Source: an optimization exercise on an open RTL-to-GDS flow (aim: small area, a short achievable clock period and few clock cycles). Production flows keep margins and buffers that such runs may drop. At most, simulation tests tie the RTL to the original design; equivalence was not proved. Power figures rest on the tool's default switching activity, not on a simulated workload.

Setup of branch onyx:
## odp_writer
module odp_writer #(
    parameter int DEPTH = 17           
) (
    input  logic        clk,
    input  logic        rst_n,
    input  logic        px_in_vld,
    input  logic [15:0] px_in,
    output logic        px_in_rdy,
    output logic        MEM_REQ,
    output logic [31:0] MEM_ADDR,
    output logic [3:0]  MEM_CMD,
    output logic        MEM_WE,
    output logic [31:0] MEM_DOUT,
    output logic        MEM_WVLD,
    input  logic        MEM_WRDY,
    input  logic        MEM_ODP_SEL,
    input  logic        MEM_FIN,
    input  logic        ODP_START,
    output logic        ODP_STATUS,
    input  logic [31:0] CFG_WRITE_START_ADDR,
    input  logic [8:0]  CFG_WIDTH,
    input  logic [8:0]  CFG_HEIGHT,
    input  logic [9:0]  CFG_NUM_FMAP
);
For scale: roughly 1600 cells after synthesis, roughly 690 flip-flops, about 27000 sq um of cells after synthesis.
export LEC_CHECK = 0
export ABC_CLOCK_PERIOD_IN_PS = 3000
export CAP_MARGIN = 20
export CORE_MARGIN = 2
export CORE_UTILIZATION = 65
export CTS_BUF_LIST = sky130_fd_sc_hd__clkbuf_8 sky130_fd_sc_hd__clkbuf_16
export CTS_CLUSTER_DIAMETER = 80
export CTS_CLUSTER_SIZE = 15
export SLEW_MARGIN = 20
create_clock -name core_clock -period 12.0 [get_ports {clk}]
standard.sh (not shown) runs the stock make flow with config.mk's settings and CLKGATE_MAP_FILE= SYNTH_SCRIPT=/design/flow/synth_recipe.tcl, a recipe that flattens the netlist after the stock synthesis.
==> flow/flow/run.sh <==
#!/bin/bash
# Own layout flow: the standard ORFS flow (standard.sh), with
#  - the port buffers made from buf_2 cells instead of the default delay-buffer cells,
set -euo pipefail
export BUFFER_PORTS_ARGS="-buffer_cell sky130_fd_sc_hd__buf_2"
bash standard.sh SETUP_SLACK_MARGIN=8.5 finish > flow_make.log 2>&1
The following lists how branch pepper was set up differently from branch onyx:
- changing CTS_CLUSTER_DIAMETER from 80 to 100
- removing CTS_BUF_LIST (formerly sky130_fd_sc_hd__clkbuf_8 sky130_fd_sc_hd__clkbuf_16)
- changing CTS_CLUSTER_SIZE from 15 to 20
Results
- Final standard cell utilization of the core is higher on branch onyx
- branch pepper finished every stage and its layout cleared the timing, DRC and antenna checks.
- After detailed routing, branch onyx needs more wire than branch pepper.
- The share of the final layout cell area in multi-input gates on branch onyx is in line with that on branch pepper.
No run of this note included a check of the RTL's function; only the layout flow was run.

odp_writer, a different RTL version from the one above (not shown whole).
For scale: roughly 1700 cells after synthesis, about 160 I/O pins, ~26000 µm² of cells after synthesis.
Settings: LEC_CHECK=0, ABC_CLOCK_PERIOD_IN_PS=3000, CAP_MARGIN=20, CORE_MARGIN=2, CORE_UTILIZATION=70, CTS_CLUSTER_DIAMETER=110, CTS_CLUSTER_SIZE=24, SLEW_MARGIN=20; clock period 12.0 ns.
Scripts as last shown in full above: flow/flow/run.sh
Testbench counts at the start, summed over its fixed seeds: cycles 176,730.
Rerun with:
Settings changed: CORE_UTILIZATION 70 to 65.
The changed run produced a clean layout.
Synthesized cell count stays the same.
Non-clock buffer count rises by 3.
Via count falls by 1.4%.
Critical path depth does not change.
Rerun with:
Settings changed: CTS_CLUSTER_DIAMETER 110 to 100, CTS_CLUSTER_SIZE 24 to 20.
=> Design area came out higher by 0.40%; count of clock-buffer cells in the layout came out higher by 8; clock power came out higher by about 7%; synthesized area is unchanged.

Setup of the baseline:
Another version of the RTL of odp_writer (not shown whole).
For scale: ~1400 cells after synthesis, roughly 660 flip-flops, ~160 I/O pins, about 27000 um^2 of cells after synthesis.
Settings: LEC_CHECK=0, CAP_MARGIN=20, CORE_MARGIN=2, CORE_UTILIZATION=40, SLEW_MARGIN=20; clock period 12.0 ns.
run.sh (not shown) runs the stock make flow with config.mk's settings and CLKGATE_MAP_FILE= SYNTH_SCRIPT=/design/flow/synth_recipe.tcl, a recipe that flattens the netlist after the stock synthesis.
Stock flow here: none of the scripts above is used.
What the candidate does differently from the baseline at the input level:
- putting ABC_CLOCK_PERIOD_IN_PS at 3000 where nothing was set
- swapping 40 for 55 in CORE_UTILIZATION
==> run notes <==
- Both conditions hold for the candidate: the flow ran to the end and the final layout passed the timing, DRC and antenna checks.
- Summary: with the baseline as the reference, routed wire length in the candidate moved down by a few percent.
- Clock power share: the candidate < the baseline
- The candidate ended with less number of inserted filler cells in the final layout than the baseline.
- The final reports for the candidate and the baseline show starting density of the core higher in the former.
- Relative to the baseline, part of the cycle the worst path needs decreased by 0.88 points in the candidate.
- The headroom to the max-slew limit of the candidate is higher than that of the baseline.
- The candidate: worst-case hold slack is 6.5 ps lower than what the baseline reported.
- There was hardly any difference in fraction of power consumed by combinational cells between the candidate and the baseline.
Function was not checked in any run of this note: the RTL went through the layout flow alone.

Another version of the RTL of odp_writer (not shown whole).
Size in the first run: about 160 I/O pins, about 27,000 um2 of cells after synthesis.
clock: 12.0 ns
lec_check: 0
abc_clock_period_in_ps: 3000
cap_margin: 20
core_margin: 2
core_utilization: 65
cts_cluster_diameter: 120
cts_cluster_size: 28
slew_margin: 20
standard.sh (not shown) runs the stock make flow with config.mk's settings and CLKGATE_MAP_FILE= SYNTH_SCRIPT=/design/flow/synth_recipe.tcl, a recipe that flattens the netlist after the stock synthesis.
Scripts as last shown in full above: flow/flow/run.sh
The starting point completed with no timing, DRC or antenna violations.
Testbench counts at the start, summed over its fixed seeds: cycles 176,730.
==> next run, changes <==
--- a/flow/config.mk
+++ b/flow/config.mk
@@ -11,4 +11,4 @@
 export CORE_UTILIZATION = 65
-export CTS_CLUSTER_DIAMETER = 120
-export CTS_CLUSTER_SIZE = 28
+export CTS_CLUSTER_DIAMETER = 100
+export CTS_CLUSTER_SIZE = 20
 export SLEW_MARGIN = 20
Clock-buffer cell count is higher by 6. Clock power is higher by 19%. Sequential power stays flat. Global-route usage is higher by 0.50 points. Combinational power stays flat. Worst setup slack improved by 0.046 ns. Power is higher by 4.0%. Clock skew is higher by 0.010 ns. First-iteration DRC count is higher by 5.3%. Cell area is higher by 1.0%.
==> next run, changes <==
--- a/flow/config.mk
+++ b/flow/config.mk
@@ -7,3 +7,3 @@
 export LEC_CHECK = 0
-export ABC_CLOCK_PERIOD_IN_PS = 3000
+export ABC_AREA = 1
 export CAP_MARGIN = 20
=> The changed run went through all stages and came out clean. Design area came out higher by a few percent. Global-route usage came out higher by 1.2 points. Via count came out higher by about a fifth. Sequential cell count does not change. Wire length came out higher by a few percent. Clock power came out higher by a few percent. Worst hold slack hardly moves. Synthesized area came out higher by a few percent. Die area came out higher by a few percent. Worst setup slack is worse by 0.035 ns.

Setup of TR:
Another version of the RTL of odp_writer (not shown whole).
For scale: about 690 flip-flops, about 160 I/O pins, roughly 26000 µm² of cells after synthesis.
clock: 12.0 ns
lec_check: 0
abc_clock_period_in_ps: 2000
cap_margin: 20
core_margin: 2
core_utilization: 65
cts_cluster_diameter: 100
cts_cluster_size: 20
slew_margin: 20
Scripts as last shown in full above: flow/flow/run.sh
Input changes introduced in AL (baseline for comparison: TR):
- CTS_CLUSTER_SIZE: 20 -> 24
- ABC_CLOCK_PERIOD_IN_PS: 2000 -> 3000
- CTS_CLUSTER_DIAMETER: 100 -> 110
## What came out
AL: done, clean on timing, DRC and antenna. Comparing TR and AL, the lower detailed router's first-iteration violation count is on TR. AL — final standard cell utilization of the core 0.54 points lower, TR as reference. Measured against each other, TR and AL differ in setup skew after layout, the lower figure coming from TR. In AL, average via count per standard cell is higher than in TR. The lower worst setup slack of TR and AL is in AL. Status: wire length per cell after detailed routing parity (AL, TR). When the final numbers for TR and AL were put side by side, the minimum clock period after layout turned out to be greater in AL. Looking at sequential share of layout area across TR and AL, the one that comes out higher is AL. Against TR, power in AL came out better. Comparing TR against AL, there is no change at all in register bit total from synthesis. Compared with TR, AL shows final design area excluding fillers lower by 210 µm².
Function was not checked in any run of this note: the RTL went through the layout flow alone.

## v6
odp_writer with an RTL version that a note above also has.
For scale: ~1600 cells after synthesis, ~690 flip-flops, roughly 160 I/O pins, about 27000 um^2 of cells after synthesis.
clock: 12.0 ns
lec_check: 0
abc_clock_period_in_ps: 3000
cap_margin: 20
core_margin: 2
core_utilization: 65
cts_cluster_diameter: 100
cts_cluster_size: 20
slew_margin: 20
==> flow/flow/run.sh <==
#!/bin/bash
# Own layout flow: the standard ORFS flow (standard.sh), with
#  - the port buffers made from buf_2 cells instead of the default delay-buffer cells,
set -euo pipefail
export BUFFER_PORTS_ARGS="-buffer_cell sky130_fd_sc_hd__buf_2"
bash standard.sh SETUP_SLACK_MARGIN=8.8 finish > flow_make.log 2>&1
Testbench counts of v6, summed over its fixed seeds: cycles 176,730.
## Diff of input files: v7 against v6
- swapping 65 for 55 in CORE_UTILIZATION
-- flow/flow/run.sh --
<<< v6, line 5
export BUFFER_PORTS_ARGS="-buffer_cell sky130_fd_sc_hd__buf_2"
bash standard.sh SETUP_SLACK_MARGIN=8.8 finish > flow_make.log 2>&1
>>> v7, line 5
export BUFFER_PORTS_ARGS="-buffer_cell sky130_fd_sc_hd__buf_2"
bash standard.sh SETUP_SLACK_MARGIN=8.5 finish > flow_make.log 2>&1
## What came out
- For the clock skew, v7 came in 0.0086 ns higher than v6 did.
- v7 ends up with lower share of total power in combinational logic than v6 does.
- A cell type of the slowest stage on the worst timing path of sky130_fd_sc_hd__edfxtp_1 is what v7 shows, while sky130_fd_sc_hd__dfrtp_4 belongs to v6.
- Relative to v6, routed length on met1 has increased by 2.6 mm in v7.
- Looking at detail-routed via count per cell, v7 sits 0.25 below v6.
- According to the power report, total power for v7 is lower than for v6.
- The lower final critical delay including setup and external delays came out of v6.

-- separate check: timing with driven ports --
Ports are ideal in the flow. The routed layouts listed here were re-timed in OpenROAD. Step 1 sets driving cells, clkbuf_16 on the clock port and buf_2 on the other inputs (assumed; they add their load-dependent delay and slew). Step 2 also shifts input and output timing later by t, the mid clock arrival at the registers, as if the neighbouring blocks saw the same clock. a / b / c = no drivers / after step 1 / after step 2; a / b = the first two.
| run | t (ns) | slack for setup (ns) | slew at the worst register clock pin (ns) | cell pins on the clock port's net |
|---|---|---|---|---|
| branch onyx | 0.665 | 7.969 / 7.986 / 7.321 | 0.08 / 0.08 | 1 |
| branch pepper | 0.642 | 7.946 / 7.960 / 7.318 | 0.09 / 0.09 | 1 |
| the first run of note 2 | 0.631 | 8.440 / 8.383 / 7.830 | 0.10 / 0.10 | 1 |
| the second run of note 2 | 0.621 | 8.435 / 8.379 / 7.909 | 0.10 / 0.10 | 1 |
| the third run of note 2 | 0.617 | 8.419 / 8.366 / 7.927 | 0.09 / 0.09 | 1 |
| the baseline | 0.651 | 6.441 / 6.437 / 5.787 | 0.07 / 0.07 | 1 |
| the candidate | 0.653 | 6.546 / 6.560 / 5.907 | 0.06 / 0.06 | 1 |
| the first run of note 4 | 0.654 | 8.351 / 8.296 / 7.776 | 0.11 / 0.11 | 1 |
| the second run of note 4 | 0.624 | 8.397 / 8.342 / 7.864 | 0.08 / 0.08 | 1 |
| the third run of note 4 | 0.637 | 8.362 / 8.305 / 8.057 | 0.09 / 0.09 | 1 |
| TR | 0.631 | 8.448 / 8.391 / 7.876 | 0.09 / 0.09 | 1 |
| AL | 0.631 | 8.440 / 8.397 / 7.827 | 0.10 / 0.10 | 1 |
| v6 | 0.623 | 8.376 / 8.320 / 7.786 | 0.09 / 0.09 | 1 |
| v7 | 0.640 | 8.371 / 8.307 / 7.851 | 0.09 / 0.09 | 1 |
After both steps setup and hold are still met in every run listed. The setup slack of the baseline, which loses most, moves by -0.004 ns with the drivers and by -0.654 ns with both steps.
